Source: an optimization exercise on an open RTL-to-GDS flow (aim: small area and a short achievable clock period). Production flows keep margins and buffers that such runs may drop.
RTL that was checked went through simulation tests only; none was proved equivalent to the original.
No functional check of the RTL was part of runs 6 and 7.
No activity file was given, so power comes from the tool's default toggle rates.

==> design.v <==
module lc3_mem_responder #(
    parameter int ADDR_W      = 8,
    parameter int WAIT_CYCLES = 2
) (
    input  logic        clk,
    input  logic        rst,
    input  logic        rd,
    input  logic        wr,
    input  logic [15:0] addr,
    input  logic [15:0] din,
    output logic [15:0] dout,
    output logic        complete,
    output logic        busy
);
    localparam int         DEPTH     = 1 << ADDR_W;
    localparam logic [3:0] WAIT_INIT = 4'(WAIT_CYCLES);
    typedef enum logic [1:0] {
        ST_IDLE = 2'd0,
        ST_WAIT = 2'd1,
        ST_RESP = 2'd2
    } state_t;
    state_t              state_r;
    state_t              next_state_s;
    logic [3:0]          cnt_r;
    logic [ADDR_W-1:0]   addr_r;
    logic [15:0]         data_r;
    logic                op_rd_r;
    logic [15:0]         dout_r;
    logic                complete_r;
    logic                busy_r;
    logic [15:0]         mem [0:DEPTH-1];
    logic                accept_s;
    logic                rd_op_s;
    logic [ADDR_W-1:0]   rd_idx_s;
    logic                read_en_s;
    logic                write_en_s;
    generate
        if (ADDR_W < 16) begin : g_alias
            logic addr_hi_unused_s;
            assign addr_hi_unused_s = ^addr[15:ADDR_W];
        end
    endgenerate
    always_ff @(posedge clk or negedge rst) begin
        if (!rst) begin
            state_r <= ST_IDLE;
        end else begin
            state_r <= next_state_s;
        end
    end
    always_comb begin
        next_state_s = state_r;
        case (state_r)
            ST_IDLE: begin
                if (rd || wr) begin
                    if (WAIT_CYCLES == 0) begin
                        next_state_s = ST_RESP;
                    end else begin
                        next_state_s = ST_WAIT;
                    end
                end else begin
                    next_state_s = ST_IDLE;
                end
            end
            ST_WAIT: begin
                if (cnt_r <= 4'd1) begin
                    next_state_s = ST_RESP;
                end else begin
                    next_state_s = ST_WAIT;
                end
            end
            ST_RESP: begin
                next_state_s = ST_IDLE;
            end
            default: begin
                next_state_s = ST_IDLE;
            end
        endcase
    end
    always_comb begin
        accept_s   = 1'b0;
        rd_op_s    = op_rd_r;
        rd_idx_s   = addr_r;
        read_en_s  = 1'b0;
        write_en_s = 1'b0;
        case (state_r)
            ST_IDLE: begin
                accept_s = rd || wr;
                rd_op_s  = rd;
                rd_idx_s = addr[ADDR_W-1:0];
            end
            ST_WAIT: begin
                accept_s = 1'b0;
            end
            ST_RESP: begin
                write_en_s = !op_rd_r;
            end
            default: begin
                accept_s = 1'b0;
            end
        endcase
        if (next_state_s == ST_RESP) begin
            read_en_s = rd_op_s;
        end else begin
            read_en_s = 1'b0;
        end
    end
    always_ff @(posedge clk or negedge rst) begin
        if (!rst) begin
            addr_r  <= '0;
            data_r  <= 16'h0000;
            op_rd_r <= 1'b0;
            cnt_r   <= 4'd0;
        end else if (accept_s) begin
            addr_r  <= addr[ADDR_W-1:0];
            data_r  <= din;
            op_rd_r <= rd;
            cnt_r   <= WAIT_INIT;
        end else if (state_r == ST_WAIT) begin
            cnt_r   <= cnt_r - 4'd1;
        end else begin
            cnt_r   <= cnt_r;
        end
    end
    always_ff @(posedge clk or negedge rst) begin
        if (!rst) begin
            dout_r     <= 16'h0000;
            complete_r <= 1'b0;
            busy_r     <= 1'b0;
        end else begin
            complete_r <= (state_r == ST_RESP);
            busy_r     <= (next_state_s != ST_IDLE);
            if (read_en_s) begin
                dout_r <= mem[rd_idx_s];
            end else begin
                dout_r <= dout_r;
            end
        end
    end
    always_ff @(posedge clk) begin
        if (write_en_s) begin
            mem[addr_r] <= data_r;
        end
    end
    assign dout     = dout_r;
    assign complete = complete_r;
    assign busy     = busy_r;
endmodule
==> run.sh <==
#!/bin/bash
# synth_recipe.tcl (not shown) runs the flow's synth.tcl, then flattens the netlist and writes it again
# the make line also repeats each setting of config.mk as NAME=value (left out here)
make -C /OpenROAD-flow-scripts/flow DESIGN_CONFIG=/design/flow/config.mk WORK_HOME=/design/flow/orfs CLKGATE_MAP_FILE= SYNTH_SCRIPT=/design/flow/synth_recipe.tcl finish
==> config.mk <==
export PLATFORM = sky130hd
export DESIGN_NAME = lc3_mem_responder
export DESIGN_NICKNAME = lc3_mem_responder
export VERILOG_FILES = /design/flow/design.v
export SDC_FILE = /design/flow/constraint.sdc
export NUM_CORES = 4
export LEC_CHECK = 0
export CAP_MARGIN = 20
export CORE_MARGIN = 2
export CORE_UTILIZATION = 35
export SLEW_MARGIN = 20
export SYNTH_MEMORY_MAX_BITS = 8192
==> constraint.sdc <==
create_clock -name core_clock -period 4.6 [get_ports {clk}]
set_input_delay 0.9200 -clock core_clock [delete_from_list [all_inputs] [get_ports {clk}]]
set_output_delay 0.9200 -clock core_clock [all_outputs]
set_load 0.01 [all_outputs]
==> results of run 1 <==
==> worst paths after layout <==
check	endpoint	slack, ns
max in group asynchronous	dout_r[15]$_DFFE_PN0P_	3.16
max	dout_r[11]$_DFFE_PN0P_	0.11
min in group core_clock	data_r[3]$_DFFE_PN0P_	0.44
min reg2reg	cnt_r[1]$_DFFE_PN0P_	0.54
max reg2reg	dout_r[11]$_DFFE_PN0P_	0.11
min	data_r[3]$_DFFE_PN0P_	0.44
==> timing repair <==
action / in CTS / in global routing
endpoints found under the hold margin: 25 / 0
setup endpoints to repair: 2 / 2
pin swaps: 0 / 0
resized for setup: 2 / 1
hold buffers: 1 / 0
==> worst reg2reg max path, cell delays in order (launching register included) <==
cell	delay (ns)
dfrtp_2	0.59
buf_4	0.26
o21ai_4	0.19
nand2_8	0.17
buf_12	0.22
nor2_4	0.50
buf_12	0.35
buf_4	0.25
a32oi_1	0.07
nand3_1	0.10
a21oi_1	0.22
buf_4	0.23
nor3_2	0.51
nor4bb_1	0.49
buf_4	0.20
a211oi_1	0.04
==> area by class of cell <==
class | instances | area, µm²
fillers | 41300 | 268000
clock inverters | 236 | 1750
diodes | 16 | 40.0
well taps | 6149 | 7690
multi-input cells | 5976 | 34400
inverters | 5 | 18.8
clock buffers | 527 | 11100
flip-flops and latches | 4145 | 124000
repair buffers | 1322 | 12600
==> metrics by stage <==
stage / util / TNS, ns / instance area (µm²) / instances
3_5_place_dp: 0.389 / -5.06 / 179000 / 17600
6_report: 0.417 / 0 / 192000 / 18400
3_3_place_gp: 0.389 / -4.90 / 179000 / 17600
4_1_cts: 0.417 / 0 / 192000 / 18400
5_1_grt: 0.417 / 0 / 192000 / 18400
2_1_floorplan: - / 0 / 162000 / 10800
==> kinds of logic (layout without fill, tap and decap cells) <==
| group | after synthesis | in the layout | synth area share |
|---|---|---|---|
| flops | 4145 | 4145 | 0.768 |
| mux | 464 | 464 | 0.0445 |
| xor+xnor | 1 | 1 | 0.0000541 |
| compound gates | 1158 | 1158 | 0.0499 |
| other cells | 0 | 16 | 0 |
| fa+ha+maj | 2 | 2 | 0.000155 |
| buf+inv | 689 | 2090 | 0.0233 |
| simple gates | 4351 | 4351 | 0.114 |
==> sequential cells by signal, indices dropped and copies added (netlist names) <==
name and flops:
state_r 2, mem 4096, cnt_r 4, data_r 16, addr_r 8, op_rd_r 1, dout_r 16, complete_r 1
busy_r 1
==> per-layer routing <==
metal  vias to the layer above  routed length [µm]  global-route usage
li1                      43300                   -                   -
met1                     52800              212000               0.313
met2                      6147              237000               0.334
met3                      1014               63400              0.0518
met4                        28               23800              0.0877
met5                         -                 185                   0
==> power by group through the flow <==
stage	combinational [mW]	clock [mW]	sequential (mW)
6_report	57.9	32.5	48.8
5_1_grt	60.0	34.2	48.8
4_1_cts	56.7	32.8	48.7
3_5_place_dp	56.5	0	49.5
3_3_place_gp	56.3	0	49.5
2_1_floorplan	25.3	0	51.6
==> cell usage in the layout (no fill, tap or decap), drive strengths merged, types with 5 or more instances in the layout <==
cell / netlist / routed
clkbuf: 119 / 527
nor4b: 5 / 5
nand2: 2701 / 2701
nand3: 823 / 823
nor2: 423 / 423
buf: 565 / 1277
nor3: 42 / 42
mux4: 202 / 202
a21oi: 188 / 188
o221ai: 6 / 6
clkinv: 0 / 202
o21ai: 110 / 110
nand2b: 6 / 6
nor2b: 11 / 11
a211o: 6 / 6
o211ai: 13 / 13
a311oi: 44 / 44
and3: 94 / 94
dfrtp: 49 / 49
a31oi: 314 / 314
a32oi: 218 / 218
a32o: 6 / 6
a22o: 7 / 7
bufinv: 0 / 19
edfxtp: 4096 / 4096
a211oi: 37 / 37
clkdlybuf4s50: 0 / 44
o2111ai: 18 / 18
o22ai: 35 / 35
inv: 5 / 17
a2111oi: 15 / 15
nand4: 176 / 176
mux2i: 261 / 261
a41o: 6 / 6
nor4: 42 / 42
a22oi: 89 / 89
a221oi: 14 / 14
o32ai: 5 / 5
diode: 0 / 16
or4: 9 / 9
==> summary.md, run 1 <==
| Metric | Value |
|---|---|
| Status | `timing/DRC/antenna clean` |
| CP bufs+invs | `6` |
| Routed len/inst | `29.2 µm` |
| Final critical-path setup slack | `0.106 ns` |
| Hold crit path type | `input pin to async pin` |
| Ports | `54` |
| Cell mode on critical path | `buf_4` |
| Slowest CP cell | `dfrtp_2` |
| Crit. End Element | `register` |
| Syn Area/Cell | `15.0 µm²` |
| R2R Path Start | `state_r[0]$_DFF_PN0_` |
| Netlist cell types | `91` |
| Post-CTS Setup Bufs | `0` |
| DRC viols | `0` |
| Most common cell in the netlist | `edfxtp_1` |
| Critical path arrival | `5.36 ns` |
| Port buffer count | `45` |
| Antenna-violating nets left | `0` |
| Drt first pass iters | `6` |
| Combinational power share | `0.416` |
| Primary FF master, synth | `edfxtp_1` |
| Worst path top cell family by delay | `simple AND/OR/NAND/NOR gates` |
| First-pass GRT wire length | `748 mm` |
| Post-Synthesis Cells | `10800` |
| Seq cells post-synth | `4145` |
| Unrepaired setup endpoints after global routing | `false` |
| H-tree levels | `5` |
| Clock network fraction of design power | `0.234` |
| Largest area contributor in the netlist | `edfxtp_1` |
| Peak Freq | `222 MHz` |
| Critical Path Source Type | `register` |
| WL final | `537 mm` |
| Die Ht | `684 µm` |
| WHS | `0.437 ns` |
| Initial drt markers | `16100` |
| Sequential area share after synthesis | `0.768` |
| Skew final | `0.0560 ns` |
| P_leak | `64.2 nW` |
| Post-synth ARST share | `0.0118` |
| Final setup fails | `0` |
| Clock Path Buffers | `4` |
| GR Util All Layers | `0.222` |
| Setup slack after placement | `-0.804 ns` |
| Setup CP Type | `register to register` |
| Largest net degree at the start of global routing | `170` |
| PwrDens | `726 nW/µm²` |
| CTS root buf | `clkbuf_16` |
| Syn_nets | `10800` |
| Hold Fails Final Rpt | `0` |
| CTS buffer count | `415` |
| Initial antenna violation count | `46` |
| VDD IR max | `0.621 mV` |
| CP Launch Point | `state_r[0]$_DFF_PN0_` |
| CTS sink cnt | `4145` |
| Clock period minus worst slack | `4.49 ns` |
| Worst-path cell chain | `buf_4 > o21ai_4 > nand2_8 > buf_12 > nor2_4 > buf_12 > buf_4 > a32oi_1 > nand3_1 > a21oi_1 > buf_4 > nor3_2 > nor4bb_1 > buf_4 > a211oi_1` |
| Switching part of the total | `0.397` |
| Area Growth Syn to Fin | `18.5%` |
| Crit Path Max Fanout | `21` |
| Top post-synthesis cells by count | `4096 x edfxtp_1, 2698 x nand2_1, 823 x nand3_1, 412 x nor2_1, 379 x buf_2` |
| Synth Warn # | `1` |
| Final Cycle Share | `0.977` |
| Initial Utilization | `0.352` |
| Measured slew at the worst slew-check pin | `1.12 ns` |
| Synth top area cells | `edfxtp_1 76%, nand2_1 6.3%, mux4_2 2.7%` |
| Reg power frac | `0.350` |
| Max-slew violation count | `0` |
| P_sw | `55.2 mW` |
| Cell Int Power | `84.0 mW` |
| Max-cap violation count | `0` |
| Top cell type's share of synthesized area | `0.760` |
| Slew headroom | `0.251` |
| Share of cells above drive strength 1 | `0.184` |
| Final net count | `11900` |
| Clock-pin slew on the worst setup and hold paths | `0.07 ns` |
| Grt ovf | `0` |
| Critical Path Stages | `15` |
| Worst skew pair latency | `1.00 ns` |
| Detailed placer's ending HPWL | `346 mm` |
| Total Power | `139 mW` |
| Cell Area, Synth | `162000 µm²` |
| R2r worst-path depth | `15` |
| TritonCTS clock tree | `yes` |
| Die width | `684 µm` |
| Critical Path Max Stage Delay | `0.59 ns` |
| Core Rows | `249` |
| Post-synth EDFFs | `4096` |
| RD Place Congestion | `0.923` |
| Die Footprint | `468000 µm²` |
| DR vias | `103000` |
| Core area | `460000 µm²` |
| WP data required | `5.46 ns` |
| Vias/cell | `5.62` |
| Vias in the first global route | `96100` |
==> run 2, diff against run 1 <==
==> design.v (replaced) <==
module lc3_mem_responder #(
    parameter int ADDR_W      = 8,
    parameter int WAIT_CYCLES = 2
) (
    input  logic        clk,
    input  logic        rst,
    input  logic        rd,
    input  logic        wr,
    input  logic [15:0] addr,
    input  logic [15:0] din,
    output logic [15:0] dout,
    output logic        complete,
    output logic        busy
);
    localparam int DEPTH = 1 << ADDR_W;
    logic busy_r, s1_r, s2_r, complete_r;
    logic accept_s, last_s;
    assign accept_s = !busy_r && (rd || wr);
    assign last_s   = busy_r && !s1_r && !s2_r;
    always_ff @(posedge clk or negedge rst) begin
        if (!rst) begin
            busy_r     <= 1'b0;
            s1_r       <= 1'b0;
            s2_r       <= 1'b0;
            complete_r <= 1'b0;
        end else begin
            busy_r     <= accept_s || s1_r || s2_r;
            s1_r       <= accept_s;
            s2_r       <= s1_r;
            complete_r <= last_s;
        end
    end
    logic [ADDR_W-1:0] addr_r;
    logic [15:0]       data_r;
    logic              op_rd_r;
    always_ff @(posedge clk) begin
        if (!busy_r) begin
            addr_r  <= addr[ADDR_W-1:0];
            data_r  <= din;
            op_rd_r <= rd;
        end
    end
    logic ph_r;
    logic wr2_r;
    logic wr1_s;
    assign wr1_s = last_s && !op_rd_r;
    always_ff @(posedge clk) begin
        ph_r  <= !ph_r;
        wr2_r <= wr1_s;
    end
    logic [15:0] col_s;
    assign col_s = {16{wr1_s || wr2_r}} & ~(data_r ^ {16{!ph_r}});
    logic [DEPTH-1:0] sel_s;
    always_comb begin
        for (int i = 0; i < DEPTH; i++) sel_s[i] = (addr_r == ADDR_W'(i));
    end
    logic [15:0] mem_q [0:DEPTH-1];
    always_ff @(posedge clk) begin
        for (int i = 0; i < DEPTH; i++) begin
            mem_q[i] <= ~(mem_q[i] | ({16{sel_s[i]}} & col_s));
        end
    end
    logic [15:0] rdata_s;
    always_comb begin
        rdata_s = '0;
        for (int i = 0; i < DEPTH; i++) rdata_s = rdata_s | ({16{sel_s[i]}} & mem_q[i]);
    end
    logic [15:0] dout_r;
    always_ff @(posedge clk) begin
        dout_r <= rdata_s ^ {16{ph_r}};
    end
    assign dout     = dout_r;
    assign complete = complete_r;
    assign busy     = busy_r;
endmodule
==> summary.md, run 2 <==
| Metric | Value |
|---|---|
| Seq cells post-synth | `4143` |
| Biggest register | `mem_q` |
| Top post-synthesis cells by count | `4114 x dfxtp_1, 4103 x a21oi_1, 1457 x a22oi_1, 987 x clkbuf_1, 303 x nor2_1` |
| Largest area contributor in the netlist | `dfxtp_1` |
| Wl on met1 | `202 mm` |
| Worst-path cell chain | `buf_12 > or4b_2 > nor2_2 > buf_4 > a221oi_1 > nand3_1 > nor4_2 > nand4_1 > xnor2_1` |
| Post-CTS Hold Fix Bufs | `0` |
| Final Util | `0.416` |
| Hold crit path type | `input pin to async pin` |
| Final setup fails | `0` |
| WP data required | `5.42 ns` |
| WL final | `489 mm` |
| WL met3 | `51.2 mm` |
| Measured slew at the worst slew-check pin | `1.25 ns` |
| Grt ovf | `0` |
| Worst path top cell family by delay | `simple AND/OR/NAND/NOR gates` |
| Crit Path Max Fanout | `21` |
| Critical Path Max Stage Delay | `1.02 ns` |
| Port buffer count | `45` |
| DR vias | `107000` |
| H-tree levels | `5` |
| Initial Utilization | `0.351` |
| CP Launch Point | `addr_r[2]$_DFFE_PN_` |
| TritonCTS clock tree | `yes` |
| R2r worst-path depth | `9` |
| Commonest cells after routing, fill and taps aside | `4113 x dfxtp_1, 4103 x a21oi_1, 1457 x a22oi_1` |
| Die Ht | `620 µm` |
| Clock-pin slew on the worst setup and hold paths | `0.07 ns` |
| Clock period minus worst slack | `4.45 ns` |
| Sequential area share after synthesis | `0.626` |
| Post-synth ARST share | `0.000965` |
| Max reg flops | `4096` |
| CTS sink cnt | `4143` |
| PwrDens | `591 nW/µm²` |
| Setup CP Type | `register to register` |
| Syn_nets | `13000` |
| Hold Fails Final Rpt | `0` |
| Skew final | `0.0597 ns` |
| Crit. End Element | `register` |
| Post-Synthesis Cells | `13000` |
| GR Util All Layers | `0.245` |
| Syn Area/Cell | `10.2 µm²` |
| Final Cycle Share | `0.968` |
| # resized after CTS | `0` |
| Met2 WL | `202 mm` |
| Final net count | `12900` |
| Status | `timing/DRC/antenna clean` |
| Synth top area cells | `dfxtp_1 62%, a21oi_1 15%, a22oi_1 8.2%` |
| Initial drt markers | `14300` |
| Cell Area, Synth | `133000 µm²` |
| DRC viols | `0` |
| Top Registers | `mem_q x4096, data_r x16, dout_r x16` |
| Unrepaired setup endpoints after global routing | `false` |
| First-pass GRT wire length | `697 mm` |
| Slew headroom | `0.160` |
| Critical path arrival | `5.28 ns` |
| Commonest non-fill, non-tap cell in the layout | `dfxtp_1` |
| Die width | `620 µm` |
| Clock Path Buffers | `4` |
| Vias in the first global route | `97200` |
| Ports | `54` |
| Peak Freq | `225 MHz` |
| Antenna-violating nets left | `0` |
| VDD IR max | `0.573 mV` |
| Drt first pass iters | `10` |
| Worst skew pair latency | `0.99 ns` |
| CP bufs+invs | `2` |
| Netlist cell types | `49` |
| Post-synth EDFFs | `25` |
| Max-cap violation count | `0` |
| Share of cells above drive strength 1 | `0.131` |
| Core area | `379000 µm²` |
| Primary FF master, synth | `dfxtp_1` |
| Highest metal used | `met5` |
| Setup Total Neg Slack | `0 ns` |
| Top cell type's share of synthesized area | `0.620` |
| CTS root buf | `clkbuf_16` |
| Die Footprint | `385000 µm²` |
| Post-CTS Setup Bufs | `0` |
| Vias/cell | `5.87` |
| RD Place Congestion | `1.03` |
| Critical Path Stages | `9` |
| Initial antenna violation count | `39` |
| P_leak | `65.5 nW` |
| R2R Path Start | `addr_r[2]$_DFFE_PN_` |
| Synth Warn # | `2` |
| Detailed placer's ending HPWL | `336 mm` |
| Max-slew violation count | `0` |
| Critical Path Source Type | `register` |
| Core Rows | `226` |
| Routed len/inst | `26.8 µm` |
| Most common cell in the netlist | `dfxtp_1` |
| CTS buffer count | `405` |
| Largest net degree at the start of global routing | `157` |
| Area Growth Syn to Fin | `18.4%` |
| Slowest CP cell | `nor4_2` |
[run 2: path summary, 6_finish.rpt]
| kind | to | slack [ns] |
|---|---|---|
| max | dout_r[0]$_DFF_P_ | 0.15 |
| min | busy_r$_DFF_PN0_ | 0.18 |
| max reg2reg | dout_r[0]$_DFF_P_ | 0.15 |
| min reg2reg | mem_q[81][8]$_DFF_P_ | 0.40 |
| max in group asynchronous | s2_r$_DFF_PN0_ | 4.25 |
| min in group core_clock | mem_q[81][8]$_DFF_P_ | 0.40 |
[run 2: stage by stage]
step,instances,worst slack [ns],cell area (µm²),hold slack [ns],power [mW]
floorplan,13000,1.78,133000,0.381,49.6
global placement,17500,0.354,143000,0.389,57.9
detailed placement,17500,0.326,143000,0.390,58.1
CTS,18200,0.185,157000,0.141,92.6
global route,18200,0.100,157000,0.185,95.6
finish,18300,0.149,157000,0.183,93.0
[run 2: kinds of logic after synthesis]
logic type	Yosys count	synth area share
AOI/OAI and AO/OA	6321	0.284
xor gates and xnor gates	32	0.00211
buffers and inverters	1353	0.0399
DFF	4143	0.626
and+or+nand+nor	1147	0.0477
muxes	9	0.000762
[run 2: layer usage]
| layer | GRT usage | vias to the layer above |
|---|---|---|
| li1 | - | 48600 |
| met1 | 0.330 | 51900 |
| met2 | 0.355 | 5372 |
| met3 | 0.0569 | 1181 |
| met4 | 0.145 | 26 |
| met5 | 0 | - |
[run 2: area by class of cell]
cell class	count	area (µm²)
inverters	2	7.51
multi-input cells	7509	45900
well taps	5016	6280
clock inverters	140	2080
clock buffers	595	12100
fillers	35700	221000
repair buffers	816	7810
flip-flops and latches	4143	83200
diodes	38	95.1
[run 2: power breakdown]
part / total [mW] / switching [mW] / leakage, nW / internal [mW]
clock network: 35.0 / 14.4 / 6.95 / 20.5
logic: 17.3 / 12.6 / 23.6 / 4.67
registers: 40.8 / 1.64 / 34.9 / 39.1
==> run 3, diff against run 2 <==
--- a/design.v
+++ b/design.v
@@ -13,6 +13,10 @@
     output logic        busy
 );
     localparam int DEPTH = 1 << ADDR_W;
+    localparam int PAIRS = DEPTH / 2;
+    function automatic logic pol(input logic e, input logic [1:0] c);
+        pol = e ? !(c[1] ^ c[0]) : c[1];
+    endfunction
     logic busy_r, s1_r, s2_r, complete_r;
     logic accept_s, last_s;
     assign accept_s = !busy_r && (rd || wr);
@@ -40,34 +44,59 @@
             op_rd_r <= rd;
         end
     end
-    logic ph_r;
-    logic wr2_r;
-    logic wr1_s;
-    assign wr1_s = last_s && !op_rd_r;
+    logic [ADDR_W-1:0] waddr_r;
+    logic [15:0]       wdata_r;
     always_ff @(posedge clk) begin
-        ph_r  <= !ph_r;
-        wr2_r <= wr1_s;
+        if (s2_r) begin
+            waddr_r <= addr_r;
+            wdata_r <= data_r;
+        end
     end
+    logic [1:0] cnt_r;
+    logic       w2_r, w3_r, w4_r;
+    logic       w1_s, wact_s;
+    assign w1_s   = last_s && !op_rd_r;
+    assign wact_s = w1_s || w2_r || w3_r || w4_r;
+    always_ff @(posedge clk) begin
+        cnt_r <= cnt_r + 2'd1;
+        w2_r  <= w1_s;
+        w3_r  <= w2_r;
+        w4_r  <= w3_r;
+    end
+    logic [1:0]  cnt_n;
+    logic        enter_s;
+    logic        fval_s;
     logic [15:0] col_s;
-    assign col_s = {16{wr1_s || wr2_r}} & ~(data_r ^ {16{!ph_r}});
-    logic [DEPTH-1:0] sel_s;
+    assign cnt_n   = cnt_r + 2'd1;
+    assign enter_s = (waddr_r[0] == cnt_n[0]);
+    assign fval_s  = pol(waddr_r[0], cnt_n);
+    assign col_s   = {16{wact_s && enter_s}} & ~(wdata_r ^ {16{fval_s}});
+    logic [PAIRS-1:0] wsel_s;
     always_comb begin
-        for (int i = 0; i < DEPTH; i++) sel_s[i] = (addr_r == ADDR_W'(i));
+        for (int m = 0; m < PAIRS; m++) wsel_s[m] = (waddr_r[ADDR_W-1:1] == (ADDR_W-1)'(m));
     end
-    logic [15:0] mem_q [0:DEPTH-1];
+    logic [15:0] mem_x [0:PAIRS-1];
+    logic [15:0] mem_y [0:PAIRS-1];
     always_ff @(posedge clk) begin
-        for (int i = 0; i < DEPTH; i++) begin
-            mem_q[i] <= ~(mem_q[i] | ({16{sel_s[i]}} & col_s));
+        for (int m = 0; m < PAIRS; m++) begin
+            mem_x[m] <= ~(mem_y[m] | ({16{wsel_s[m]}} & col_s));
+            mem_y[m] <= mem_x[m];
         end
+    end
+    logic [PAIRS-1:0] rsel_s;
+    always_comb begin
+        for (int m = 0; m < PAIRS; m++) rsel_s[m] = (addr_r[ADDR_W-1:1] == (ADDR_W-1)'(m));
     end
     logic [15:0] rdata_s;
     always_comb begin
         rdata_s = '0;
-        for (int i = 0; i < DEPTH; i++) rdata_s = rdata_s | ({16{sel_s[i]}} & mem_q[i]);
+        for (int m = 0; m < PAIRS; m++) rdata_s = rdata_s | ({16{rsel_s[m]}} & mem_x[m]);
     end
     logic [15:0] dout_r;
     always_ff @(posedge clk) begin
-        dout_r <= rdata_s ^ {16{ph_r}};
+        if (addr_r[0] == cnt_r[0]) begin
+            dout_r <= rdata_s ^ {16{pol(addr_r[0], cnt_r)}};
+        end
     end
     assign dout     = dout_r;
     assign complete = complete_r;
--- a/config.mk
+++ b/config.mk
@@ -7,6 +7,7 @@
 export LEC_CHECK = 0
 export CAP_MARGIN = 20
 export CORE_MARGIN = 2
-export CORE_UTILIZATION = 35
+export CORE_UTILIZATION = 55
+export SETUP_SLACK_MARGIN = 2.0
 export SLEW_MARGIN = 20
 export SYNTH_MEMORY_MAX_BITS = 8192
==> summary.md, run 3 <==
| Metric | Value |
|---|---|
| Netlist cell types | `69` |
| Critical Path Source Type | `register` |
| Crit Path Max Fanout | `10` |
| CTS root buf | `clkbuf_16` |
| Worst-path cell chain | `buf_6 > buf_16 > buf_4 > or4bb_4 > buf_6 > buf_12 > o211ai_1 > nor4_4 > buf_4 > nand4_1 > buf_4 > nor4_4 > buf_4 > xor2_1` |
| DRC viols | `0` |
| Clock-pin slew on the worst setup and hold paths | `0.06 ns` |
| Peak Freq | `252 MHz` |
| Cell mode on critical path | `buf_4` |
| Fin cells | `13000` |
| FF+latch area | `84200 µm²` |
| DP Area | `121000 µm²` |
| Unrepaired setup endpoints after global routing | `true` |
| Primary FF master, synth | `dfxtp_1` |
| Antenna-violating nets left | `0` |
| Worst skew pair latency | `1.01 ns` |
| Status | `timing/DRC/antenna clean` |
| Hold Fails Final Rpt | `0` |
| Core Rows | `165` |
| Seq cells post-synth | `4170` |
| Drt first pass iters | `10` |
| CTS sink cnt | `4170` |
| Hold crit path type | `input pin to async pin` |
| Clock period minus worst slack | `3.97 ns` |
| Post-synth EDFFs | `65` |
| VDD IR max | `0.507 mV` |
| DR vias | `89600` |
| Routed len/inst | `42.8 µm` |
| Measured slew at the worst slew-check pin | `1.15 ns` |
| Most common cell in the netlist | `dfxtp_1` |
| Worst path top cell family by delay | `buffers and inverters` |
| Synth Warn # | `3` |
| Area Growth Syn to Fin | `26.0%` |
| RD Place Congestion | `1.05` |
| Largest net degree at the start of global routing | `129` |
| Critical path arrival | `4.69 ns` |
| Port buffer count | `45` |
| Share of cells above drive strength 1 | `0.206` |
| CTS buffer count | `399` |
| Die width | `454 µm` |
| PwrDens | `669 nW/µm²` |
| WP data required | `5.31 ns` |
| Max-cap violation count | `0` |
| First-pass GRT wire length | `712 mm` |
| Ports | `54` |
| Post-CTS Hold Fix Bufs | `0` |
| H-tree levels | `5` |
| Vias/cell | `6.91` |
| P_leak | `55.0 nW` |
| Initial antenna violation count | `79` |
| Final setup fails | `0` |
| Placed cells | `11900` |
| Top post-synthesis cells by count | `4101 x dfxtp_1, 2124 x a21oi_1, 517 x clkbuf_1, 494 x a22oi_1, 366 x nand3_1` |
| GR Util All Layers | `0.515` |
| Skew final | `0.0614 ns` |
| Final Util | `0.695` |
| Syn Area/Cell | `12.3 µm²` |
| Cell Area, Synth | `111000 µm²` |
| Die Footprint | `206000 µm²` |
| Crit. End Element | `register` |
| Die Ht | `454 µm` |
| Initial Utilization | `0.552` |
| Sequential area share after synthesis | `0.756` |
| Max-slew violation count | `0` |
| Final net count | `9965` |
| CP bufs+invs | `8` |
| Largest area contributor in the netlist | `dfxtp_1` |
| Slowest CP cell | `o211ai_1` |
| Syn_nets | `9102` |
| Top Registers | `mem_x x2048, mem_y x2048` |
| Initial drt markers | `15300` |
| Post-synth ARST share | `0.000959` |
| TritonCTS clock tree | `yes` |
| Commonest non-fill, non-tap cell in the layout | `dfxtp_1` |
| Fillers | `14400` |
| Detailed placer's ending HPWL | `345 mm` |
| Final Cell Area | `140000 µm²` |
| WL final | `555 mm` |
| Setup CP Type | `register to register` |
| Multi-input logic area | `27000 µm²` |
| Final Cycle Share | `0.864` |
| Grt ovf | `0` |
| Clock Path Buffers | `4` |
| Commonest cells after routing, fill and taps aside | `4101 x dfxtp_1, 2114 x a21oi_1, 757 x buf_4` |
| Vias in the first global route | `80800` |
| Core area | `202000 µm²` |
| Top cell type's share of synthesized area | `0.738` |
| Critical Path Max Stage Delay | `0.56 ns` |
| Slew headroom | `0.232` |
| Post-Synthesis Cells | `9066` |
| Synth top area cells | `dfxtp_1 74%, a21oi_1 9.6%, a22oi_1 3.3%` |
run 3: cell types whose count changed after synthesis, moves of 66 or more:
cell / change
a21oi_1: -1979
a22oi_1: -963
clkbuf_1: -470
nand3_1: +274
buf_1: -189
and3_1: -121
a22o_1: -114
a221oi_1: -107
a32oi_1: +81
o22ai_1: -68
nor4_1: -66
run 3: cell families (layout without fill, tap and decap cells):
| family | count (synthesis) | count (layout) | share of synthesized area |
|---|---|---|---|
| compound gates | 3064 | 3064 | 0.162 |
| mux | 19 | 19 | 0.00173 |
| buf+inv | 663 | 1826 | 0.0239 |
| flops | 4170 | 4170 | 0.756 |
| other cells | 0 | 74 | 0 |
| xor+xnor | 37 | 37 | 0.00291 |
| simple gates | 1113 | 1114 | 0.0534 |
run 3: worst reg2reg max path, stage by stage (launching register included):
cell	delay, ns
edfxtp_1	0.43
buf_6	0.19
buf_16	0.15
buf_4	0.18
or4bb_4	0.55
buf_6	0.15
buf_12	0.15
o211ai_1	0.57
nor4_4	0.12
buf_4	0.17
nand4_1	0.44
buf_4	0.23
nor4_4	0.04
buf_4	0.17
xor2_1	0.14
run 3: layout make-up:
class,count,share of cell area
Multi-Input combinational cell,4234,0.193
Antenna cell,74,0.00132
Tap cell,2672,0.0238
Clock buffer,595,0.0848
Inverter,4,0.000134
Sequential cell,4170,0.600
Timing Repair Buffer,1120,0.0866
Clock inverter,107,0.0105
run 3: where the power goes:
part / switching [mW] / total [mW] / internal [mW]
Sequential: 1.32 / 40.4 / 39.1
Clock: 14.0 / 33.7 / 19.7
Combinational: 13.7 / 19.8 / 6.09
Total: 29.0 / 93.9 / 64.9
run 3: per-stage QoR:
step	hold WS, ns	total power [mW]	setup slack (ns)	setup TNS (ns)
after floorplan	0.323	46.9	1.92	0
after global placement	0.329	56.1	-0.324	-0.622
after detailed placement	0.330	56.3	-0.273	-0.273
after CTS	0.0887	90.5	0.986	0
after global routing	0.119	94.6	0.273	0
final	0.107	93.9	0.625	0
run 3: path summary, 6_finish.rpt:
path / start / endpoint / slack [ns] / cells after the start
max in group asynchronous: rst / s2_r$_DFF_PN0_ / 4.31 / 1
min in group core_clock: mem_x[95][7]$_DFF_P_ / mem_y[95][7]$_DFF_P_ / 0.31 / 0
hold reg to reg: mem_x[95][7]$_DFF_P_ / mem_y[95][7]$_DFF_P_ / 0.31 / 0
setup reg to reg: addr_r[4]$_DFFE_PN_ / dout_r[11]$_DFFE_PN_ / 0.63 / 14
setup / recovery: addr_r[4]$_DFFE_PN_ / dout_r[11]$_DFFE_PN_ / 0.63 / 14
hold / removal: rst / busy_r$_DFF_PN0_ / 0.11 / 1
run 3: metal layers:
metal | vias to the layer above | global-route usage | share of wire
met2 | 8462 | 0.676 | 0.38
met5 | - | 0.00443 | 0.0011
li1 | 34400 | - | -
met4 | 48 | 0.431 | 0.11
met3 | 2608 | 0.241 | 0.16
met1 | 44100 | 0.633 | 0.35
run 3: timing repair:
| item | CTS | global route |
|---|---|---|
| setup endpoints to repair | 1850 | 1626 |
| cloned | 16 | 21 |
| pin swaps | 100 | 104 |
| gates resized for setup | 270 | 222 |
| buffers inserted | 164 | 128 |
==> run 4, diff against run 3 <==
--- a/config.mk
+++ b/config.mk
@@ -7,7 +7,6 @@
 export LEC_CHECK = 0
 export CAP_MARGIN = 20
 export CORE_MARGIN = 2
-export CORE_UTILIZATION = 55
-export SETUP_SLACK_MARGIN = 2.0
+export CORE_UTILIZATION = 35
 export SLEW_MARGIN = 20
 export SYNTH_MEMORY_MAX_BITS = 8192
==> summary.md, run 4 <==
| Metric | Value |
|---|---|
| Top post-synthesis cells by count | `4101 x dfxtp_1, 2124 x a21oi_1, 517 x clkbuf_1, 494 x a22oi_1, 366 x nand3_1` |
| Synth top area cells | `dfxtp_1 74%, a21oi_1 9.6%, a22oi_1 3.3%` |
| Setup CP Type | `register to register` |
| H-tree levels | `5` |
| Port buffer count | `45` |
| Initial Utilization | `0.351` |
| Antenna-violating nets left | `0` |
| Netlist cell types | `69` |
| Setup Total Neg Slack | `-0.0383 ns` |
| Initial antenna violation count | `83` |
| Measured slew at the worst slew-check pin | `1.40 ns` |
| Worst-path cell chain | `buf_12 > nand4bb_1 > nor2_1 > buf_4 > a22oi_1 > nand4_1 > buf_4 > or4_1 > nor4_1 > xor2_1` |
| Fin cells | `14000` |
| Seq cells post-synth | `4170` |
| VDD IR max | `0.510 mV` |
| Vias in the first global route | `79800` |
| DR vias | `85100` |
| CTS root buf | `clkbuf_16` |
| Sequential area share after synthesis | `0.756` |
| Cell mode on critical path | `buf_4` |
| Clock-pin slew on the worst setup and hold paths | `0.06 ns` |
| Share of cells above drive strength 1 | `0.151` |
| P_leak | `51.6 nW` |
| Post-CTS Setup Bufs | `0` |
| Final setup fails | `2` |
| Crit. End Element | `register` |
| Met2 Track Usage GR | `0.427` |
| Cell Area, Synth | `111000 µm²` |
| Largest area contributor in the netlist | `dfxtp_1` |
| Ports | `54` |
| First-pass GRT wire length | `694 mm` |
| Peak Freq | `216 MHz` |
| Crit Path Max Fanout | `36` |
| Busiest grt layer | `met2` |
| Synth Warn # | `3` |
| TritonCTS clock tree | `yes` |
| RD Place Congestion | `1.04` |
| Vias/cell | `6.06` |
| Critical Path Max Stage Delay | `0.71 ns` |
| Area Growth Syn to Fin | `21.2%` |
| CTS sink cnt | `4170` |
| Switching part of the total | `0.305` |
| WP data required | `5.31 ns` |
| Final Cell Area | `135000 µm²` |
| Slew headroom | `0.0676` |
| Commonest non-fill, non-tap cell in the layout | `dfxtp_1` |
| Detailed placer's ending HPWL | `338 mm` |
| DP Area | `121000 µm²` |
| Post-CTS Hold Fix Bufs | `0` |
| Top cell type's share of synthesized area | `0.738` |
| Clock Path Buffers | `4` |
| Grt ovf | `0` |
| Clock period minus worst slack | `4.63 ns` |
| Initial drt markers | `13900` |
| Fillers | `28600` |
| Clock network fraction of design power | `0.373` |
| Unrepaired setup endpoints after global routing | `false` |
| Hold crit path type | `input pin to async pin` |
| # resized after CTS | `0` |
| Skew final | `0.0989 ns` |
| Core area | `317000 µm²` |
| Worst skew pair latency | `1.04 ns` |
| Top Registers | `mem_x x2048, mem_y x2048` |
| WL final | `522 mm` |
| Critical Path Source Type | `register` |
| Die Ht | `568 µm` |
| R2r setup slk | `-0.03 ns` |
| M3 GR Usage | `0.132` |
| Core Rows | `207` |
| Primary FF master, synth | `dfxtp_1` |
| DRC viols | `0` |
| GR Util All Layers | `0.313` |
| Post-Synthesis Cells | `9066` |
| Largest net degree at the start of global routing | `129` |
| Hold Fails Final Rpt | `0` |
| Cell Int Power | `62.6 mW` |
| Die Footprint | `323000 µm²` |
| GRT met1 Usage | `0.388` |
| Final net count | `9536` |
| Combinational power share | `0.178` |
| Final critical-path setup slack | `-0.0308 ns` |
| Drt first pass iters | `8` |
| Critical path arrival | `5.35 ns` |
| Die width | `568 µm` |
| WHS | `0.153 ns` |
| Post-synth ARST share | `0.000959` |
| Routed len/inst | `37.2 µm` |
| Syn_nets | `9102` |
| Final Cycle Share | `1.01` |
| Commonest cells after routing, fill and taps aside | `4101 x dfxtp_1, 2123 x a21oi_1, 534 x buf_4` |
| Post-synth EDFFs | `65` |
| Placed cells | `13300` |
| PwrDens | `668 nW/µm²` |
| Most common cell in the netlist | `dfxtp_1` |
| Status | `complete, but fails checks` |
| Max-cap violation count | `0` |
| P_sw | `27.5 mW` |
| Reg power frac | `0.449` |
| Syn Area/Cell | `12.3 µm²` |
| Setup slack after placement | `0.265 ns` |
| SO Faults | `negative setup slack` |
| CTS buffer count | `405` |
| Max-slew violation count | `0` |
| Slowest CP cell | `or4_1` |
-- run 4: cell counts after synthesis --
No cell type changed its count.
-- run 4: power groups by stage --
stage,Combinational [mW],Sequential [mW],Clock (mW)
6_report,16.0,40.4,33.6
5_1_grt,15.6,40.6,35.0
4_1_cts,15.0,40.3,33.5
3_5_place_dp,14.9,41.1,0
3_3_place_gp,14.8,41.0,0
2_1_floorplan,6.13,40.6,0
-- run 4: path summary, 6_finish.rpt --
kind                                      startpoint                    to  depth (start not counted)
worst max-delay path             addr_r[1]$_DFFE_PN_   dout_r[7]$_DFFE_PN_                         10
worst min-delay path                             rst        s1_r$_DFF_PN0_                          1
worst max register to register   addr_r[1]$_DFFE_PN_   dout_r[7]$_DFFE_PN_                         10
worst min register to register  mem_x[20][9]$_DFF_P_  mem_y[20][9]$_DFF_P_                          0
max in group asynchronous                        rst  complete_r$_DFF_PN0_                          1
min in group core_clock         mem_x[20][9]$_DFF_P_  mem_y[20][9]$_DFF_P_                          0
-- run 4: stage by stage --
| stage | utilization | total power [mW] |
|---|---|---|
| finish | 0.425 | 90.1 |
| global route | 0.425 | 91.2 |
| floorplan | - | 46.7 |
| CTS | 0.425 | 88.8 |
| global placement | 0.382 | 55.8 |
| detailed placement | 0.382 | 56.0 |
-- run 4: kinds of logic after synthesis --
| kind of cell | Yosys count | share of synthesized area |
|---|---|---|
| and+or+nand+nor | 1113 | 0.0534 |
| AOI/OAI and AO/OA | 3064 | 0.162 |
| muxes | 19 | 0.00173 |
| DFF | 4170 | 0.756 |
| xor gates and xnor gates | 37 | 0.00291 |
| buffers and inverters | 663 | 0.0239 |
-- run 4: layout make-up --
| type | instances | area (µm²) | share of cell area |
|---|---|---|---|
| inverter | 4 | 15.0 | 0.000111 |
| clock buffer | 577 | 11800 | 0.0877 |
| clock inverter | 134 | 1540 | 0.0114 |
| multi-input combinational | 4233 | 25400 | 0.188 |
| tap | 4180 | 5230 | 0.0388 |
| timing repair buffer | 686 | 6620 | 0.0490 |
| sequential | 4170 | 84200 | 0.624 |
| antenna | 63 | 158 | 0.00117 |
-- run 4: worst max-delay path, delay by kind of cell, from the launching register on --
| family | cells | cell delay, ns |
|---|---|---|
| flip-flops | 1 | 0.37 |
| AO/OA/AOI/OAI | 1 | 0.49 |
| AND/OR/NAND/NOR | 5 | 2.54 |
| buffers and inverters | 3 | 0.74 |
| XOR/XNOR | 1 | 0.17 |
-- run 4: routing by layer --
| layer | wire, µm | part of all wire | up-vias |
|---|---|---|---|
| li1 | - | - | 33500 |
| met1 | 189000 | 0.36 | 42400 |
| met2 | 206000 | 0.39 | 7242 |
| met3 | 79500 | 0.15 | 1890 |
| met4 | 47500 | 0.091 | 52 |
| met5 | 387 | 0.00074 | - |
==> run 5, diff against run 4 <==
--- a/design.v
+++ b/design.v
@@ -14,6 +14,8 @@
 );
     localparam int DEPTH = 1 << ADDR_W;
     localparam int PAIRS = DEPTH / 2;
+    localparam int HI_N  = 16;           
+    localparam int LO_N  = PAIRS / HI_N;  
     function automatic logic pol(input logic e, input logic [1:0] c);
         pol = e ? !(c[1] ^ c[0]) : c[1];
     endfunction
@@ -34,32 +36,45 @@
             complete_r <= last_s;
         end
     end
-    logic [ADDR_W-1:0] addr_r;
-    logic [15:0]       data_r;
-    logic              op_rd_r;
+    logic [HI_N-1:0] rhi_r;
+    logic [LO_N-1:0] rlo_r;
+    logic            ra0_r;
+    logic [15:0]     data_r;
+    logic            op_rd_r;
     always_ff @(posedge clk) begin
         if (!busy_r) begin
-            addr_r  <= addr[ADDR_W-1:0];
+            for (int g = 0; g < HI_N; g++) rhi_r[g] <= (addr[7:4] == 4'(g));
+            for (int k = 0; k < LO_N; k++) rlo_r[k] <= (addr[3:1] == 3'(k));
+            ra0_r   <= addr[0];
             data_r  <= din;
             op_rd_r <= rd;
         end
     end
-    logic [ADDR_W-1:0] waddr_r;
-    logic [15:0]       wdata_r;
+    logic [HI_N-1:0] whi_r;
+    logic [LO_N-1:0] wlo_r;
+    logic            wa0_r;
+    logic [15:0]     wdata_r;
     always_ff @(posedge clk) begin
         if (s2_r) begin
-            waddr_r <= addr_r;
+            whi_r   <= rhi_r;
+            wlo_r   <= rlo_r;
+            wa0_r   <= ra0_r;
             wdata_r <= data_r;
         end
     end
     logic [1:0] cnt_r;
+    logic       go1_r;
     logic       w2_r, w3_r, w4_r;
-    logic       w1_s, wact_s;
-    assign w1_s   = last_s && !op_rd_r;
-    assign wact_s = w1_s || w2_r || w3_r || w4_r;
+    always_ff @(posedge clk or negedge rst) begin
+        if (!rst) begin
+            go1_r <= 1'b0;
+        end else begin
+            go1_r <= s2_r && !op_rd_r;
+        end
+    end
     always_ff @(posedge clk) begin
         cnt_r <= cnt_r + 2'd1;
-        w2_r  <= w1_s;
+        w2_r  <= go1_r;
         w3_r  <= w2_r;
         w4_r  <= w3_r;
     end
@@ -68,12 +83,16 @@
     logic        fval_s;
     logic [15:0] col_s;
     assign cnt_n   = cnt_r + 2'd1;
-    assign enter_s = (waddr_r[0] == cnt_n[0]);
-    assign fval_s  = pol(waddr_r[0], cnt_n);
-    assign col_s   = {16{wact_s && enter_s}} & ~(wdata_r ^ {16{fval_s}});
+    assign enter_s = (wa0_r == cnt_n[0]);
+    assign fval_s  = pol(wa0_r, cnt_n);
+    assign col_s   = {16{(go1_r || w2_r || w3_r || w4_r) && enter_s}} & ~(wdata_r ^ {16{fval_s}});
     logic [PAIRS-1:0] wsel_s;
+    logic [PAIRS-1:0] rsel_s;
     always_comb begin
-        for (int m = 0; m < PAIRS; m++) wsel_s[m] = (waddr_r[ADDR_W-1:1] == (ADDR_W-1)'(m));
+        for (int m = 0; m < PAIRS; m++) begin
+            wsel_s[m] = whi_r[m / LO_N] && wlo_r[m % LO_N];
+            rsel_s[m] = rhi_r[m / LO_N] && rlo_r[m % LO_N];
+        end
     end
     logic [15:0] mem_x [0:PAIRS-1];
     logic [15:0] mem_y [0:PAIRS-1];
@@ -83,10 +102,6 @@
             mem_y[m] <= mem_x[m];
         end
     end
-    logic [PAIRS-1:0] rsel_s;
-    always_comb begin
-        for (int m = 0; m < PAIRS; m++) rsel_s[m] = (addr_r[ADDR_W-1:1] == (ADDR_W-1)'(m));
-    end
     logic [15:0] rdata_s;
     always_comb begin
         rdata_s = '0;
@@ -94,8 +109,8 @@
     end
     logic [15:0] dout_r;
     always_ff @(posedge clk) begin
-        if (addr_r[0] == cnt_r[0]) begin
-            dout_r <= rdata_s ^ {16{pol(addr_r[0], cnt_r)}};
+        if (ra0_r == cnt_r[0]) begin
+            dout_r <= rdata_s ^ {16{cnt_r[1]}};
         end
     end
     assign dout     = dout_r;
--- a/config.mk
+++ b/config.mk
@@ -7,6 +7,9 @@
 export LEC_CHECK = 0
 export CAP_MARGIN = 20
 export CORE_MARGIN = 2
-export CORE_UTILIZATION = 35
+export CORE_UTILIZATION = 55
+export CTS_CLUSTER_DIAMETER = 80
+export CTS_CLUSTER_SIZE = 30
+export SETUP_SLACK_MARGIN = 2.0
 export SLEW_MARGIN = 20
 export SYNTH_MEMORY_MAX_BITS = 8192
==> summary.md, run 5 <==
| Metric | Value |
|---|---|
| Status | `timing/DRC/antenna clean` |
| Most common cell in the netlist | `dfxtp_1` |
| Vias/cell | `6.03` |
| Peak Freq | `309 MHz` |
| Final Cycle Share | `0.703` |
| Core area | `203000 µm²` |
| Worst path top cell family by delay | `simple AND/OR/NAND/NOR gates` |
| Slowest CP cell | `edfxtp_1` |
| Critical path arrival | `3.84 ns` |
| CP bufs+invs | `3` |
| Primary FF master, synth | `dfxtp_1` |
| Placed cells | `11000` |
| Max-slew violation count | `0` |
| RD Place Congestion | `0.814` |
| Final Util | `0.600` |
| Critical Path Source Type | `register` |
| Post-synth ARST share | `0.00119` |
| Hold crit path type | `input pin to async pin` |
| Clock period minus worst slack | `3.23 ns` |
| Core Rows | `165` |
| Syn Area/Cell | `12.5 µm²` |
| Initial Utilization | `0.554` |
| Netlist cell types | `39` |
| Critical Path Max Stage Delay | `0.46 ns` |
| Grt ovf | `0` |
| Crit Path Max Fanout | `16` |
| DR vias | `68400` |
| Top cell type's share of synthesized area | `0.731` |
| DRC viols | `0` |
| Detailed placer's ending HPWL | `175 mm` |
| Cell Area, Synth | `112000 µm²` |
| WHS | `0.251 ns` |
| Die Ht | `456 µm` |
| PwrDens | `831 nW/µm²` |
| Worst skew pair latency | `0.88 ns` |
| Commonest non-fill, non-tap cell in the layout | `dfxtp_1` |
| H-tree levels | `4` |
| Max-cap violation count | `0` |
| Syn_nets | `9000` |
| Top post-synthesis cells by count | `4101 x dfxtp_1, 2081 x a21oi_1, 771 x a22oi_1, 337 x clkbuf_1, 289 x nand2_1` |
| Port buffer count | `45` |
| Clock-pin slew on the worst setup and hold paths | `0.11 ns` |
| Skew final | `0.0403 ns` |
| CTS buffer count | `159` |
| Drt first pass iters | `8` |
| Vias in the first global route | `68700` |
| Post-Synthesis Cells | `8964` |
| Worst-path cell chain | `buf_12 > buf_2 > and2_2 > a221oi_2 > nand4_1 > nor3_4 > buf_6 > nand4_1 > xor2_1` |
| Routed len/inst | `28.1 µm` |
| CTS root buf | `clkbuf_16` |
| Measured slew at the worst slew-check pin | `1.22 ns` |
| Ports | `54` |
| Die width | `456 µm` |
| Largest area contributor in the netlist | `dfxtp_1` |
| Sequential area share after synthesis | `0.759` |
| Setup slack after placement | `0.761 ns` |
| Crit. End Element | `register` |
| VDD IR max | `0.526 mV` |
| Final Cell Area | `121000 µm²` |
| Final net count | `8669` |
| Area Growth Syn to Fin | `8.18%` |
| Slew headroom | `0.187` |
| Total Power | `101 mW` |
| P_leak | `47.5 nW` |
| Commonest cells after routing, fill and taps aside | `4101 x dfxtp_1, 2060 x a21oi_1, 687 x a22oi_1` |
| WP data required | `5.21 ns` |
| Final setup fails | `0` |
| Initial antenna violation count | `8` |
| Top Registers | `mem_x x2048, mem_y x2048` |
| Setup Total Neg Slack | `0 ns` |
| Setup CP Type | `register to register` |
| WL final | `318 mm` |
| GR Util All Layers | `0.297` |
| Largest net degree at the start of global routing | `129` |
| Post-CTS Hold Fix Bufs | `0` |
| Unrepaired setup endpoints after global routing | `true` |
| Clock Path Buffers | `3` |
| Die Footprint | `208000 µm²` |
| Synth Warn # | `3` |
| TritonCTS clock tree | `yes` |
| Initial drt markers | `6506` |
| First-pass GRT wire length | `466 mm` |
| Antenna-violating nets left | `0` |
| Synth top area cells | `dfxtp_1 73%, a21oi_1 9.3%, a22oi_1 5.2%` |
| Share of cells above drive strength 1 | `0.0746` |
| Post-synth EDFFs | `99` |
| Fin cells | `11300` |
| CTS sink cnt | `4205` |
| Hold Fails Final Rpt | `0` |
| DP Area | `114000 µm²` |
| Seq cells post-synth | `4205` |
| Cell mode on critical path | `nand4_1` |
| Final critical-path setup slack | `1.37 ns` |
[run 5: cell count changes after synthesis, moves of 177 or more]
| cell | delta |
|---|---|
| nand3_1 | -349 |
| a22oi_1 | +277 |
| nand2_1 | +232 |
| nor2_1 | -213 |
| a22o_1 | +198 |
| clkbuf_1 | -180 |
| buf_2 | +177 |
[run 5: report_power, final]
part | internal [mW] | switching (mW)
Combinational | 8.19 | 16.2
Clock | 6.73 | 10.7
Sequential | 52.4 | 6.74
[run 5: path summary, 6_finish.rpt]
kind / cells past startpoint / slack, ns / end / start
max: 9 / 1.37 / dout_r[13]$_DFFE_PN_ / rlo_r[4]$_DFFE_PN_
min: 1 / 0.25 / go1_r$_DFF_PN0_ / rst
max reg2reg: 9 / 1.37 / dout_r[13]$_DFFE_PN_ / rlo_r[4]$_DFFE_PN_
min reg2reg: 0 / 0.34 / mem_y[74][9]$_DFF_P_ / mem_x[74][9]$_DFF_P_
max in group asynchronous: 1 / 4.14 / s2_r$_DFF_PN0_ / rst
min in group core_clock: 0 / 0.34 / mem_y[74][9]$_DFF_P_ / mem_x[74][9]$_DFF_P_
[run 5: cell type report]
cell class	instances	area [µm²]
diodes	3	7.51
clock inverters	12	108
clock buffers	188	4300
flip-flops and latches	4205	85200
repair buffers	285	3650
fillers	15900	81000
inverters	5	18.8
multi-input cells	3977	24900
well taps	2672	3340
[run 5: timing repair]
item / in CTS / in global routing
pin swaps: 85 / 70
endpoints found under the setup margin: 420 / 195
gates cloned: 22 / 5
gates resized for setup: 268 / 56
setup buffers: 63 / 20
[run 5: per-layer routing]
layer	routed length (µm)	part of all wire	vias to the layer above	global-route usage
met5	0	0	-	0
met4	10300	0.032	0	0.0898
met3	19800	0.062	393	0.0431
met2	145000	0.46	2109	0.473
met1	143000	0.45	35000	0.421
li1	-	-	30900	-
[run 5: cells by family (layout without fill, tap and decap cells)]
logic type / count (synthesis) / after routing / share of synthesized area
compound gates: 3297 / 3297 / 0.181
xor+xnor: 36 / 36 / 0.00298
buf+inv: 784 / 490 / 0.0299
flops: 4205 / 4205 / 0.759
other cells: 0 / 3 / 0
simple gates: 642 / 644 / 0.0277
==> run 6, diff against run 5 <==
--- a/design.v
+++ b/design.v
@@ -54,8 +54,11 @@
     logic [LO_N-1:0] wlo_r;
     logic            wa0_r;
     logic [15:0]     wdata_r;
+    logic            wload_s;
+    logic            wvalid_r;
+    assign wload_s = s2_r && !op_rd_r;
     always_ff @(posedge clk) begin
-        if (s2_r) begin
+        if (wload_s) begin
             whi_r   <= rhi_r;
             wlo_r   <= rlo_r;
             wa0_r   <= ra0_r;
@@ -69,7 +72,7 @@
         if (!rst) begin
             go1_r <= 1'b0;
         end else begin
-            go1_r <= s2_r && !op_rd_r;
+            go1_r <= wload_s;
         end
     end
     always_ff @(posedge clk) begin
@@ -77,6 +80,11 @@
         w2_r  <= go1_r;
         w3_r  <= w2_r;
         w4_r  <= w3_r;
+        if (go1_r) begin
+            wvalid_r <= 1'b1;
+        end else if (wload_s) begin
+            wvalid_r <= 1'b0;
+        end
     end
     logic [1:0]  cnt_n;
     logic        enter_s;
@@ -102,16 +110,33 @@
             mem_y[m] <= mem_x[m];
         end
     end
+    localparam int PARTS = 2;
+    localparam int PER   = PAIRS / PARTS;
+    logic [15:0] part_s [0:PARTS-1];
+    always_comb begin
+        for (int p = 0; p < PARTS; p++) begin
+            part_s[p] = '0;
+            for (int m = p * PER; m < (p + 1) * PER; m++) part_s[p] = part_s[p] | ({16{rsel_s[m]}} & mem_x[m]);
+        end
+    end
+    logic [15:0] part_r [0:PARTS-1];
+    logic        ppol_r;
+    logic        fwd_r;
+    always_ff @(posedge clk) begin
+        if (ra0_r == cnt_r[0]) begin
+            for (int p = 0; p < PARTS; p++) part_r[p] <= part_s[p];
+            ppol_r <= cnt_r[1];
+            fwd_r  <= wvalid_r && (ra0_r == wa0_r) && |(rhi_r & whi_r) && |(rlo_r & wlo_r);
+        end
+    end
     logic [15:0] rdata_s;
     always_comb begin
         rdata_s = '0;
-        for (int m = 0; m < PAIRS; m++) rdata_s = rdata_s | ({16{rsel_s[m]}} & mem_x[m]);
+        for (int p = 0; p < PARTS; p++) rdata_s = rdata_s | part_r[p];
     end
     logic [15:0] dout_r;
     always_ff @(posedge clk) begin
-        if (ra0_r == cnt_r[0]) begin
-            dout_r <= rdata_s ^ {16{cnt_r[1]}};
-        end
+        dout_r <= fwd_r ? wdata_r : (rdata_s ^ {16{ppol_r}});
     end
     assign dout     = dout_r;
     assign complete = complete_r;
--- a/config.mk
+++ b/config.mk
@@ -8,8 +8,8 @@
 export CAP_MARGIN = 20
 export CORE_MARGIN = 2
 export CORE_UTILIZATION = 55
-export CTS_CLUSTER_DIAMETER = 80
-export CTS_CLUSTER_SIZE = 30
-export SETUP_SLACK_MARGIN = 2.0
+export CTS_CLUSTER_DIAMETER = 60
+export CTS_CLUSTER_SIZE = 24
+export SETUP_SLACK_MARGIN = 2.2
 export SLEW_MARGIN = 20
 export SYNTH_MEMORY_MAX_BITS = 8192
==> summary.md, run 6 <==
| Metric | Value |
|---|---|
| P_leak | `50.6 nW` |
| Top post-synthesis cells by count | `4118 x dfxtp_1, 2192 x a21oi_1, 619 x a22oi_1, 489 x clkbuf_1, 263 x buf_1` |
| Unrepaired setup endpoints after global routing | `true` |
| Initial drt markers | `11200` |
| Die width | `458 µm` |
| Syn_nets | `9184` |
| DR vias | `78600` |
| CTS buffer count | `208` |
| Max-cap violation count | `0` |
| Crit. End Element | `register` |
| Area Growth Syn to Fin | `14.3%` |
| Cell Area, Synth | `113000 µm²` |
| Share of cells above drive strength 1 | `0.128` |
| WP data required | `5.24 ns` |
| Vias/cell | `6.59` |
| Port buffer count | `45` |
| Critical Path Source Type | `register` |
| TritonCTS clock tree | `yes` |
| Clock period minus worst slack | `3.08 ns` |
| VDD IR max | `0.600 mV` |
| Hold Fails Final Rpt | `0` |
| Commonest cells after routing, fill and taps aside | `4114 x dfxtp_1, 2172 x a21oi_1, 564 x a22oi_1` |
| First-pass GRT wire length | `604 mm` |
| CTS root buf | `clkbuf_16` |
| DRC viols | `0` |
| WL final | `446 mm` |
| Post-Synthesis Cells | `9148` |
| Grt ovf | `0` |
| Final setup fails | `0` |
| Setup CP Type | `register to register` |
| Top cell type's share of synthesized area | `0.729` |
| Routed len/inst | `37.4 µm` |
| Die Ht | `458 µm` |
| Core area | `205000 µm²` |
| Critical path arrival | `3.73 ns` |
| Status | `timing/DRC/antenna clean` |
| Ports | `54` |
| Final net count | `9153` |
| Final Util | `0.632` |
| Synth Warn # | `5` |
| Antenna-violating nets left | `0` |
| Netlist cell types | `58` |
| Largest net degree at the start of global routing | `129` |
| Slew headroom | `0.103` |
| Commonest non-fill, non-tap cell in the layout | `dfxtp_1` |
| Initial antenna violation count | `21` |
| Worst skew pair latency | `0.90 ns` |
| Measured slew at the worst slew-check pin | `1.35 ns` |
| Final critical-path setup slack | `1.52 ns` |
| Post-CTS Hold Fix Bufs | `0` |
| Vias in the first global route | `75000` |
| Final Cycle Share | `0.671` |
| Drt first pass iters | `10` |
| Initial Utilization | `0.553` |
| Hold crit path type | `input pin to async pin` |
| Post-synth ARST share | `0.00118` |
| RD Place Congestion | `0.864` |
| Top Registers | `mem_x x2048, mem_y x2048, part_r x32` |
| Primary FF master, synth | `dfxtp_1` |
| CTS sink cnt | `4240` |
| Peak Freq | `324 MHz` |
| Setup slack after placement | `1.18 ns` |
| Setup Total Neg Slack | `0 ns` |
| H-tree levels | `4` |
| Synth top area cells | `dfxtp_1 73%, a21oi_1 9.7%, a22oi_1 4.1%` |
| Clock-pin slew on the worst setup and hold paths | `0.09 ns` |
| Clock Path Buffers | `3` |
| Detailed placer's ending HPWL | `229 mm` |
| Syn Area/Cell | `12.4 µm²` |
| Max-slew violation count | `0` |
| Crit Path Max Fanout | `36` |
| Post-synth EDFFs | `117` |
| Sequential area share after synthesis | `0.761` |
| Skew final | `0.0417 ns` |
| Core Rows | `166` |
| FF+latch area | `86100 µm²` |
| Fillers | `15500` |
| Die Footprint | `209000 µm²` |
| Multi-input logic area | `25400 µm²` |
| Most common cell in the netlist | `dfxtp_1` |
| PwrDens | `857 nW/µm²` |
| Largest area contributor in the netlist | `dfxtp_1` |
| Seq cells post-synth | `4240` |
| GR Util All Layers | `0.411` |
[run 6: cell count changes in the layout (fill, tap and decap cells not counted), sizes merged, moves of 152 or more]
cell and delta:
buf +251, nand2 -245, a22o -233, nand3 +229
o22ai +156, a22oi -152
[run 6: timing repair]
| item | 4_1_cts | 5_1_grt |
|---|---|---|
| setup buffers | 183 | 39 |
| gates resized for setup | 460 | 98 |
| endpoints found under the setup margin | 1953 | 244 |
| pin swaps | 140 | 101 |
| gates cloned | 56 | 9 |
[run 6: final timing paths]
path	endpoint	from	slack, ns	cells after the start
min in group core_clock	mem_y[58][13]$_DFF_P_	mem_x[58][13]$_DFF_P_	0.34	0
min reg2reg	mem_y[58][13]$_DFF_P_	mem_x[58][13]$_DFF_P_	0.34	0
max	part_r[1][8]$_DFFE_PN_	rhi_r[12]$_DFFE_PN_	1.52	6
max in group asynchronous	go1_r$_DFF_PN0_	rst	4.17	1
max reg2reg	part_r[1][8]$_DFFE_PN_	rhi_r[12]$_DFFE_PN_	1.52	6
min	s2_r$_DFF_PN0_	rst	0.25	1
[run 6: cells by family (layout without fill, tap and decap cells)]
logic type                after synthesis  after routing  synth area share
DFF                                  4240           4240             0.761
AOI/OAI and AO/OA                    3310           3310             0.173
buffers and inverters                 830            912            0.0282
and+or+nand+nor                       731            732            0.0349
xor gates and xnor gates               37             37           0.00293
other                                   0             15                 0
[run 6: critical path, cell delays in order (launching register included)]
cell      delay, ns
edfxtp_1       0.39
buf_6          0.16
buf_6          0.25
a22oi_2        0.29
o211ai_1       0.44
or4b_4         0.71
or4_1          0.52
[run 6: area by class of cell]
cell class	count	share of cell area
Inverter	26	0.00145
Multi-Input combinational cell	4079	0.197
Timing Repair Buffer	562	0.0603
Clock inverter	56	0.00492
Clock buffer	268	0.0449
Sequential cell	4240	0.665
Antenna cell	15	0.000290
Tap cell	2688	0.0260
[run 6: where the power goes]
| group | internal (mW) | switching [mW] | leakage (nW) |
|---|---|---|---|
| sequential | 53.3 | 6.79 | 36.3 |
| clock | 9.46 | 11.8 | 3.17 |
| combinational | 9.98 | 19.6 | 11.1 |
[run 6: metrics by stage]
| stage | total power [mW] | std cells | cell area [µm²] | hold slack, ns |
|---|---|---|---|---|
| 2_1_floorplan | 70.4 | 9148 | 113000 | 0.324 |
| 3_3_place_gp | 82.5 | 11300 | 117000 | 0.332 |
| 3_5_place_dp | 83.3 | 11300 | 117000 | 0.334 |
| 4_1_cts | 108 | 11900 | 128000 | 0.209 |
| 5_1_grt | 114 | 11900 | 129000 | 0.244 |
| 6_report | 111 | 11900 | 129000 | 0.247 |
[run 6: per-layer routing]
layer / global-route usage / part of all wire
met5: 0 / 0.00020
met4: 0.280 / 0.086
met3: 0.0852 / 0.11
met2: 0.622 / 0.43
met1: 0.533 / 0.37
==> run 7, diff against run 6 <==
--- a/config.mk
+++ b/config.mk
@@ -10,6 +10,5 @@
 export CORE_UTILIZATION = 55
 export CTS_CLUSTER_DIAMETER = 60
 export CTS_CLUSTER_SIZE = 24
-export SETUP_SLACK_MARGIN = 2.2
 export SLEW_MARGIN = 20
 export SYNTH_MEMORY_MAX_BITS = 8192
==> summary.md, run 7 <==
| Metric | Value |
|---|---|
| P_leak | `47.8 nW` |
| DR vias | `75100` |
| Die width | `458 µm` |
| Drt first pass iters | `6` |
| Die Footprint | `209000 µm²` |
| Post-CTS Hold Fix Bufs | `0` |
| Post-CTS Setup Bufs | `0` |
| Core Rows | `166` |
| Cell Int Power | `69.7 mW` |
| Final Cell Area | `123000 µm²` |
| Max-cap violation count | `0` |
| P_sw | `35.1 mW` |
| Commonest cells after routing, fill and taps aside | `4118 x dfxtp_1, 2192 x a21oi_1, 619 x a22oi_1` |
| DP Area | `117000 µm²` |
| WL met3 | `36.4 mm` |
| Share of cells above drive strength 1 | `0.0740` |
| Seq cells post-synth | `4240` |
| RD Place Congestion | `0.863` |
| Hold Fails Final Rpt | `0` |
| Highest metal used | `met5` |
| Setup CP Type | `register to register` |
| Skew final | `0.0474 ns` |
| Top Registers | `mem_x x2048, mem_y x2048, part_r x32` |
| Clock network fraction of design power | `0.200` |
| WHS | `0.237 ns` |
| Clock Path Buffers | `3` |
| Primary FF master, synth | `dfxtp_1` |
| Initial antenna violation count | `21` |
| Detailed placer's ending HPWL | `233 mm` |
| R2r setup slk | `0.74 ns` |
| Synth Warn # | `5` |
| Slew headroom | `0.183` |
| Worst skew pair latency | `0.91 ns` |
| Critical Path Source Type | `register` |
| Unrepaired setup endpoints after global routing | `false` |
| VDD IR max | `0.564 mV` |
| First-pass GRT wire length | `563 mm` |
| Clock period minus worst slack | `3.86 ns` |
| Initial drt markers | `9608` |
| DRC viols | `0` |
| TritonCTS clock tree | `yes` |
| Peak Freq | `259 MHz` |
| Vias/cell | `6.45` |
| Initial Utilization | `0.553` |
| Die Ht | `458 µm` |
| Top post-synthesis cells by count | `4118 x dfxtp_1, 2192 x a21oi_1, 619 x a22oi_1, 489 x clkbuf_1, 263 x buf_1` |
| Ports | `54` |
| Syn_nets | `9184` |
| Hold crit path type | `input pin to async pin` |
| Post-Synthesis Cells | `9148` |
| Final net count | `8876` |
| GR Util All Layers | `0.377` |
| CTS root buf | `clkbuf_16` |
| Total Power | `105 mW` |
| Final Cycle Share | `0.839` |
| H-tree levels | `4` |
| Setup Total Neg Slack | `0 ns` |
| Met2 WL | `180 mm` |
| CTS sink cnt | `4240` |
| Status | `timing/DRC/antenna clean` |
| Clock-pin slew on the worst setup and hold paths | `0.10 ns` |
| # resized after CTS | `0` |
| Measured slew at the worst slew-check pin | `1.22 ns` |
| Port buffer count | `45` |
| Max-slew violation count | `0` |
| PwrDens | `852 nW/µm²` |
| Netlist cell types | `58` |
| Final setup fails | `0` |
| Routed len/inst | `34.7 µm` |
| Synth top area cells | `dfxtp_1 73%, a21oi_1 9.7%, a22oi_1 4.1%` |
| Commonest non-fill, non-tap cell in the layout | `dfxtp_1` |
| Most common cell in the netlist | `dfxtp_1` |
| Core area | `205000 µm²` |
| Combinational power share | `0.226` |
| Post-synth EDFFs | `117` |
| Post-synth ARST share | `0.00118` |
| WL final | `404 mm` |
| WP data required | `5.09 ns` |
| Top cell type's share of synthesized area | `0.729` |
| Grt ovf | `0` |
| Wl on met1 | `157 mm` |
| Largest net degree at the start of global routing | `129` |
| Reg power frac | `0.574` |
| Sequential area share after synthesis | `0.761` |
| Antenna-violating nets left | `0` |
| Vias in the first global route | `73500` |
| Crit. End Element | `register` |
| CTS buffer count | `205` |
| Crit Path Max Fanout | `55` |
| Switching part of the total | `0.335` |
| Largest area contributor in the netlist | `dfxtp_1` |
| Syn Area/Cell | `12.4 µm²` |
| Critical path arrival | `4.35 ns` |
| Area Growth Syn to Fin | `8.76%` |
| Cell Area, Synth | `113000 µm²` |
run 7: cell counts after synthesis:
Identical to the previous run, type by type.
run 7: cells by family (layout without fill, tap and decap cells):
logic type      after synthesis  count (layout)  synth area share
flops                      4240            4240             0.761
buf+inv                     830             626            0.0282
xor+xnor                     37              37           0.00293
compound gates             3310            3310             0.173
other cells                   0              11                 0
simple gates                731             731            0.0349
run 7: through the flow:
| step | std cells | worst slack (ns) | util |
|---|---|---|---|
| after floorplan | 9148 | 1.89 | - |
| after global placement | 11300 | 1.15 | 0.571 |
| after detailed placement | 11300 | 1.10 | 0.571 |
| after CTS | 11600 | 1.11 | 0.601 |
| after global routing | 11600 | 1.00 | 0.601 |
| final | 11600 | 0.739 | 0.602 |
run 7: layer usage:
metal,vias up,global-route usage
met5,-,0
li1,31900,-
met2,4286,0.588
met4,12,0.239
met1,37800,0.491
met3,1052,0.0629
run 7: area by class of cell:
class | count | area [µm²]
Timing Repair Buffer | 289 | 2980
Tap cell | 2688 | 3360
Sequential cell | 4240 | 86100
Fill cell | 16100 | 81500
Clock inverter | 48 | 579
Antenna cell | 11 | 27.5
Multi-Input combinational cell | 4078 | 24200
Clock buffer | 263 | 5720
Inverter | 26 | 97.6
run 7: critical path, stage by stage (launching register included):
cell	delay (ns)
edfxtp_1	0.66
buf_12	0.36
and2_1	0.43
a32oi_1	0.38
nand3_1	0.14
nor4_1	0.85
buf_4	0.23
nand4_1	0.37
run 7: path summary, 6_finish.rpt:
kind	startpoint	endpoint	cells after the start
min	rst	s2_r$_DFF_PN0_	1
max	rlo_r[1]$_DFFE_PN_	part_r[1][11]$_DFFE_PN_	7
min in group core_clock	mem_x[2][15]$_DFF_P_	mem_y[2][15]$_DFF_P_	0
min reg2reg	mem_x[2][15]$_DFF_P_	mem_y[2][15]$_DFF_P_	0
max in group asynchronous	rst	go1_r$_DFF_PN0_	1
max reg2reg	rlo_r[1]$_DFFE_PN_	part_r[1][11]$_DFFE_PN_	7
run 7: power groups by stage:
stage | Sequential (mW) | Clock (mW) | Combinational (mW)
final | 60.1 | 21.0 | 23.7
after global routing | 61.5 | 22.3 | 24.5
after CTS | 59.9 | 21.0 | 23.1
after detailed placement | 60.4 | 0 | 22.9
after global placement | 59.9 | 0 | 22.6
after floorplan | 58.1 | 0 | 12.3
